This design comes from an exercise in tuning for small area on the open sky130 flow, not from production work. Function was checked by simulation only, so behaviour that the tests miss may differ from the original. No activity file was given, so power comes from the tool's default toggle rates.

## constraint.sdc

```tcl
create_clock -name core_clock -period 10.0 [get_ports {clk}]
set_input_delay 2.0000 -clock core_clock [delete_from_list [all_inputs] [get_ports {clk}]]
set_output_delay 2.0000 -clock core_clock [all_outputs]
set_load 0.01 [all_outputs]
```

## config.mk

```make
export PLATFORM = sky130hd
export DESIGN_NAME = fmap_stream_reader
export DESIGN_NICKNAME = fmap_stream_reader
export VERILOG_FILES = /design/flow/design.v
export SDC_FILE = /design/flow/constraint.sdc
export NUM_CORES = 4
export LEC_CHECK = 0
export CAP_MARGIN = 20
export CORE_AREA = 10 10 440 440
export DIE_AREA = 0 0 450 450
export SLEW_MARGIN = 20
```

## design.v

```verilog
package fmap_stream_reader_pkg;
  localparam int unsigned DEF_DATA_W      = 32;
  localparam int unsigned DEF_FMAP_W      = 6;
  localparam int unsigned DEF_FMAP_H      = 6;
  localparam int unsigned DEF_TIMEOUT_CYC = 4096;
  localparam int unsigned POS_W           = 3;
  typedef enum logic [2:0] {
    S_IDLE,
    S_ENG_RST,
    S_ENG_START,
    S_WAIT_DONE,
    S_STREAM
  } state_t;
  function automatic integer idx_w(input integer n);
    if (n <= 2) idx_w = 1;
    else        idx_w = $clog2(n);
  endfunction
endpackage
module max4_signed #(
  parameter int unsigned DATA_W = 32
) (
  input  logic signed [DATA_W-1:0] a,
  input  logic signed [DATA_W-1:0] b,
  input  logic signed [DATA_W-1:0] c,
  input  logic signed [DATA_W-1:0] d,
  output logic signed [DATA_W-1:0] y
);
  logic signed [DATA_W-1:0] ab;
  logic signed [DATA_W-1:0] cd;
  always_comb begin
    ab = (a > b) ? a : b;
    cd = (c > d) ? c : d;
    y  = (ab > cd) ? ab : cd;
  end
endmodule
import fmap_stream_reader_pkg::*;
module fmap_stream_reader #(
  parameter int unsigned DATA_W      = DEF_DATA_W,
  parameter int unsigned FMAP_W      = DEF_FMAP_W,
  parameter int unsigned FMAP_H      = DEF_FMAP_H,
  parameter int unsigned TIMEOUT_CYC = DEF_TIMEOUT_CYC
) (
  input  logic                                   clk,
  input  logic                                   rst,
  input  logic                                   frame_req,
  input  logic                                   pool_en,
  output logic                                   eng_rst,
  output logic                                   eng_start,
  input  logic                                   eng_done,
  input  logic [FMAP_W*FMAP_H*DATA_W-1:0]        fmap,
  output logic                                   m_valid,
  input  logic                                   m_ready,
  output logic signed [DATA_W-1:0]               m_data,
  output logic [POS_W-1:0]                       m_row,
  output logic [POS_W-1:0]                       m_col,
  output logic                                   m_last,
  output logic                                   busy,
  output logic                                   err,
  output logic [15:0]                            frame_cnt
);
  localparam int unsigned N  = FMAP_W * FMAP_H;
  localparam int unsigned AW = (N <= 2) ? 1 : $clog2(N);
  localparam int unsigned TW = (TIMEOUT_CYC <= 2) ? 1 : $clog2(TIMEOUT_CYC);
  fmap_stream_reader_pkg::state_t state;
  fmap_stream_reader_pkg::state_t state_nx;
  logic                     pool_q;
  logic [TW-1:0]            tcnt;
  logic                     tc_hit;
  logic [POS_W-1:0]         row;
  logic [POS_W-1:0]         col;
  logic [POS_W-1:0]         row_last;
  logic [POS_W-1:0]         col_last;
  logic                     v_q;
  logic signed [DATA_W-1:0] d_q;
  logic [POS_W-1:0]         r_q;
  logic [POS_W-1:0]         c_q;
  logic                     l_q;
  logic                     xfer;
  logic                     done_frame;
  logic                     load;
  int unsigned              ri;
  int unsigned              ci;
  logic [AW-1:0]            i_norm;
  logic [AW-1:0]            i00;
  logic [AW-1:0]            i01;
  logic [AW-1:0]            i10;
  logic [AW-1:0]            i11;
  logic signed [DATA_W-1:0] pool_val;
  logic signed [DATA_W-1:0] beat_val;
  assign tc_hit     = (tcnt == TW'(TIMEOUT_CYC - 1));
  assign row_last   = pool_q ? POS_W'(FMAP_H/2 - 1) : POS_W'(FMAP_H - 1);
  assign col_last   = pool_q ? POS_W'(FMAP_W/2 - 1) : POS_W'(FMAP_W - 1);
  assign xfer       = v_q & m_ready;
  assign done_frame = xfer & l_q;
  assign load       = (state == S_STREAM) && (!v_q || (m_ready && !l_q));
  always_comb begin
    ri     = 32'(row);
    ci     = 32'(col);
    i_norm = AW'(ri * FMAP_W + ci);
    i00    = AW'(2 * ri * FMAP_W + 2 * ci);
    i01    = i00 + AW'(1);
    i10    = i00 + AW'(FMAP_W);
    i11    = i10 + AW'(1);
  end
  max4_signed #(
    .DATA_W (DATA_W)
  ) u_max4 (
    .a (fmap[i00*DATA_W +: DATA_W]),
    .b (fmap[i01*DATA_W +: DATA_W]),
    .c (fmap[i10*DATA_W +: DATA_W]),
    .d (fmap[i11*DATA_W +: DATA_W]),
    .y (pool_val)
  );
  assign beat_val = pool_q ? pool_val : $signed(fmap[i_norm*DATA_W +: DATA_W]);
  always_ff @(posedge clk or posedge rst) begin
    if (rst) begin
      state <= S_IDLE;
    end else begin
      state <= state_nx;
    end
  end
  always_comb begin
    state_nx = state;
    case (state)
      S_IDLE:      if (frame_req) state_nx = S_ENG_RST;
      S_ENG_RST:   state_nx = S_ENG_START;
      S_ENG_START: state_nx = S_WAIT_DONE;
      S_WAIT_DONE: begin
        if (eng_done)    state_nx = S_STREAM;
        else if (tc_hit) state_nx = S_IDLE;
      end
      S_STREAM:    if (done_frame) state_nx = S_IDLE;
      default:     state_nx = S_IDLE;
    endcase
  end
  always_ff @(posedge clk or posedge rst) begin
    if (rst) begin
      pool_q    <= 1'b0;
      err       <= 1'b0;
      tcnt      <= '0;
      row       <= '0;
      col       <= '0;
      v_q       <= 1'b0;
      d_q       <= '0;
      r_q       <= '0;
      c_q       <= '0;
      l_q       <= 1'b0;
      frame_cnt <= '0;
    end else begin
      case (state)
        S_IDLE: begin
          if (frame_req) begin
            pool_q <= pool_en;
            err    <= 1'b0;
          end
        end
        S_ENG_START: begin
          tcnt <= '0;
          row  <= '0;
          col  <= '0;
        end
        S_WAIT_DONE: begin
          if (!eng_done) begin
            if (tc_hit) err  <= 1'b1;
            else        tcnt <= tcnt + 1'b1;
          end
        end
        S_STREAM: begin
          if (done_frame) begin
            v_q       <= 1'b0;
            l_q       <= 1'b0;
            frame_cnt <= frame_cnt + 1'b1;
          end else if (load) begin
            v_q <= 1'b1;
            d_q <= beat_val;
            r_q <= row;
            c_q <= col;
            l_q <= (row == row_last) && (col == col_last);
            if (col == col_last) begin
              col <= '0;
              row <= row + 1'b1;
            end else begin
              col <= col + 1'b1;
            end
          end
        end
        default: ;
      endcase
    end
  end
  assign eng_rst   = (state == S_ENG_RST);
  assign eng_start = (state == S_ENG_START);
  assign busy      = (state != S_IDLE);
  assign m_valid = v_q;
  assign m_data  = d_q;
  assign m_row   = r_q;
  assign m_col   = c_q;
  assign m_last  = l_q;
endmodule
```

## run.sh

```bash
#!/bin/bash
# synth_recipe.tcl (not shown) runs the flow's synth.tcl, then flattens the netlist and writes it again
# the make line also repeats each setting of config.mk as NAME=value (left out here)
make -C /OpenROAD-flow-scripts/flow DESIGN_CONFIG=/design/flow/config.mk WORK_HOME=/design/flow/orfs CLKGATE_MAP_FILE= SYNTH_SCRIPT=/design/flow/synth_recipe.tcl finish
```

==> results.txt <==
-- through the flow --
stage | cells | area (µm²) | utilization (%)
detailed placement | 6709 | 49700 | 27.1
floorplan | 3281 | 35000 | -
finish | 6882 | 50400 | 27.5
CTS | 6725 | 50000 | 27.3
global placement | 6709 | 49700 | 27.1
global route | 6834 | 50300 | 27.4
-- synthesized netlist by cell type (all sizes together), types with 79 or more instances --
cell	count	area (µm²)
a21oi	111	559
buf	223	1310
clkbuf	146	548
dfrtp	79	1980
ha	105	1310
inv	85	319
mux2	104	1170
mux2i	334	3340
mux4	733	16500
nand2	374	1400
nand3	189	946
o221ai	98	858
o22ai	86	538
-- kinds of logic (layout without fill, tap and decap cells) --
family                   Yosys count  after routing  synth area share (%)
flip-flops                        79             79                  5.65
AO/OA/AOI/OAI                    600            600                  12.4
other                              0            157                     0
buffers and inverters            456           1436                  6.24
multiplexers                    1171           1171                  60.1
XOR/XNOR                          27             27                 0.751
AND/OR/NAND/NOR                  841            841                  11.0
adder cells (fa/ha/maj)          107            107                  3.87
-- state kept, by name (all words and copies together), names as in the netlist, 3 cells and up --
register	cells
r_q	3
row	3
c_q	3
d_q	32
frame_cnt	16
col	3
state	3
tcnt	12
-- path summary, 6_finish.rpt --
kind | startpoint | endpoint | slack, ns | cells after the start
setup / recovery | row[0]$_DFFE_PP0P_ | d_q[5]$_DFFE_PP0P_ | 0.78 | 26
hold / removal | frame_cnt[15]$_DFFE_PP0P_ | frame_cnt[15]$_DFFE_PP0P_ | 0.47 | 1
setup reg to reg | row[0]$_DFFE_PP0P_ | d_q[5]$_DFFE_PP0P_ | 0.78 | 26
hold reg to reg | frame_cnt[15]$_DFFE_PP0P_ | frame_cnt[15]$_DFFE_PP0P_ | 0.47 | 1
max in group asynchronous | rst | col[0]$_DFFE_PP0P_ | 6.82 | 3
min in group asynchronous | rst | err$_DFFE_PP0P_ | 1.95 | 2
-- worst max-delay path: stages (launching register included) --
cell and delay (ns):
dfrtp_1 0.47, ha_1 0.36, inv_1 0.07, fa_4 1.36, nand3_4 0.75, nor3_1 0.87, a31oi_1 0.35, inv_1 0.13
ha_1 0.26, nand4_1 0.24, nor2_1 0.08, a221oi_1 0.59, nand3_1 0.25, o211ai_4 0.27, buf_4 0.28, mux2_2 0.39
ha_1 0.30, nand4_1 0.22, nor4_1 0.38, a211oi_1 0.13, a211oi_1 0.26, o31ai_1 0.10, buf_4 0.16, nand2_2 0.07
buf_4 0.26, nor2_1 0.10, o32a_1 0.35
-- power groups by stage --
stage / registers, mW / logic, mW / clock network (mW)
after floorplan: 0.479 / 4.58 / 0
after global placement: 0.544 / 7.61 / 0
after detailed placement: 0.542 / 7.63 / 0
after CTS: 0.535 / 7.67 / 0.363
after global routing: 0.545 / 8.11 / 0.372
final: 0.539 / 7.76 / 0.354
-- cell type report --
cell class | count | area (µm²)
tap | 2464 | 3080
multi-input combinational | 2746 | 31000
sequential | 79 | 1980
antenna | 157 | 393
fill | 19400 | 133000
clock inverter | 7 | 67.6
inverter | 87 | 329
clock buffer | 9 | 225
timing repair buffer | 1333 | 13300
-- per-layer routing --
| layer | part of all wire (%) | vias up |
|---|---|---|
| met2 | 44 | 3285 |
| met5 | 0.23 | - |
| met1 | 39 | 21400 |
| met3 | 11 | 671 |
| met4 | 6.2 | 108 |
| li1 | - | 15900 |
==> summary.txt <==
Timing
  • Slew HR: a little under a quarter
  • RSZ-0062 raised after global routing: no
  • Worst-Margin Slew: around 1.1 ns
  • Final setup TNS: 0 ns
  • Min Tclk post-route: slightly above 9 ns
  • Max-slew violations: 0
  • Setup slack after layout: about 0.78 ns
  • Fmax achieved: 108 MHz
  • Final Hold Fails: 0
  • Post-Route Skew: 0.0115 ns
  • Final worst path period share: 92.2%
  • Final setup vio count: 0
  • Hold_ws: ~0.47 ns

Pwr
  • Pwr Total: 8.65 mW
  • Sw frac: about 54%
  • Sw Pwr: around 4.7 mW
  • Sequential group share of total power: 6.2%
  • Leak: about 16 nW
  • Worst vdd ir: 0.133 mV
  • Comb power frac: around 90%
  • Clock share of power: under 10%
  • PD cells: around 170 nW/µm²
  • Int Power: roughly 4 mW

Floorplan
  • I/O Pins: roughly 1200
  • Overall die width: ~450 µm
  • Die area: between 200000 and 250000 µm²
  • Die height: 450 µm
  • Core area: about 180000 µm²
  • Initial core utilization: a little under a fifth
  • Standard-cell rows: approximately 160

Job
  • Max-cap violations: 0

GRT
  • Initial antenna violation count: approximately 290
  • Grt peak-use layer: met2
  • Largest net degree at the start of global routing: about 130
  • GRT met2 Usage: about 45%
  • Total grt overflow: 0
  • M1 GR Usage: 36.1%
  • Number of global-route vias before repair: 39700
  • Met3 global-route usage: about a tenth
  • All-Layer GR Usage: 29.3%
  • First-pass GRT wire length: 404 mm

CTS
  • CTS H-tree lvls: 3
  • Clock Sinks: around 80
  • Total setup buffers inserted after CTS: 0
  • Buffer type at the clock tree root: clkbuf_16
  • CTS tree: built
  • Post_cts resized: 0
  • CTS Buf Count: 9
  • Clk slew on worst S/H paths: 0.08 ns
  • CTS max path bufs: 2
  • # hold bufs at CTS: 0
  • Worst skew pair latency: 0.38 ns

Placed design
  • Buffers added on ports: about 1200
  • Routability congestion estimate: about 1.0
  • Dpl hpwl: about 270 mm
  • DP Worst Slack: around 0.95 ns

Yosys
  • Syn nets: 4546
  • Post-synthesis sequential area ratio: 5.65%
  • Main synth FF type: dfrtp_1
  • Synth warn: 2
  • FF+latch count, synth: 79
  • Async set-or-reset flop fraction in the synthesized netlist: 100%
  • Post-Syn Area: between 30000 and 40000 µm²
  • EDFF count, synth: 0
  • Syn avg cell area: 10.7 µm²
  • Post-synthesis instance total: about 3300
  • Synth cell types: 69

Worst setup path
  • WP data arrival: between 9 and 10 ns
  • WP data required: between 10 and 15 ns
  • Startpoint Class: flip-flop
  • CP Capture Type: flip-flop
  • Worst-path maximum fanout: 39
  • Critical path class: flip-flop to flip-flop

Route
  • Vias per cell: ~6.0
  • Iter 0 DRT Violations: approximately 5500
  • WL/cell: roughly 46 µm
  • Drt pass-1 iters: 5
  • DRT Wirelength: around 310 mm
  • Antenna viol nets, final: 0
  • Vias: ~41000
  • DRC: 0

Hold path
  • Hold Crit Class: flip-flop to flip-flop

Layout
  • Most common cell after layout, fill and taps aside: clkdlybuf4s50_1
  • Layout area overhead: 44.1%
  • Fraction of layout cells with a size suffix above 1: about a quarter
  • Commonest cells after routing, fill and taps aside: clkdlybuf4s50_1 (1217), mux4_2 (733), nand2_1 (371)
  • Final net count: 5521

Run status
  • Outcome: complete, no violations

## afterwards: timing with drivers on the ports
How much do the figures lean on ideal ports? The routed layout below was timed once more, with nothing changed but the port constraints.
Step 1 assumes that a clkbuf_16 drives the clock port and a buf_2 every other input.
Step 2 moves the port delays by t, midway between the first and last clock arrival at a register: inputs arrive t later, outputs are due t later. That takes back most of the time a late clock gives input paths.
Slacks: no drivers / after step 1 / after step 2; pairs: no drivers / after step 1.
t, ns: 0.440
setup WS [ns]: 0.775 / 0.775 / 0.775
worst setup path at the end: register to register
latest minus earliest clock arrival (ns): 0.014 / 0.013
worst slew at a driven data input, ns: 0.31
After both steps setup and hold are still met in this run. For this run, drivers alone change the setup slack by 0.000 ns; drivers and shift together by 0.000 ns.
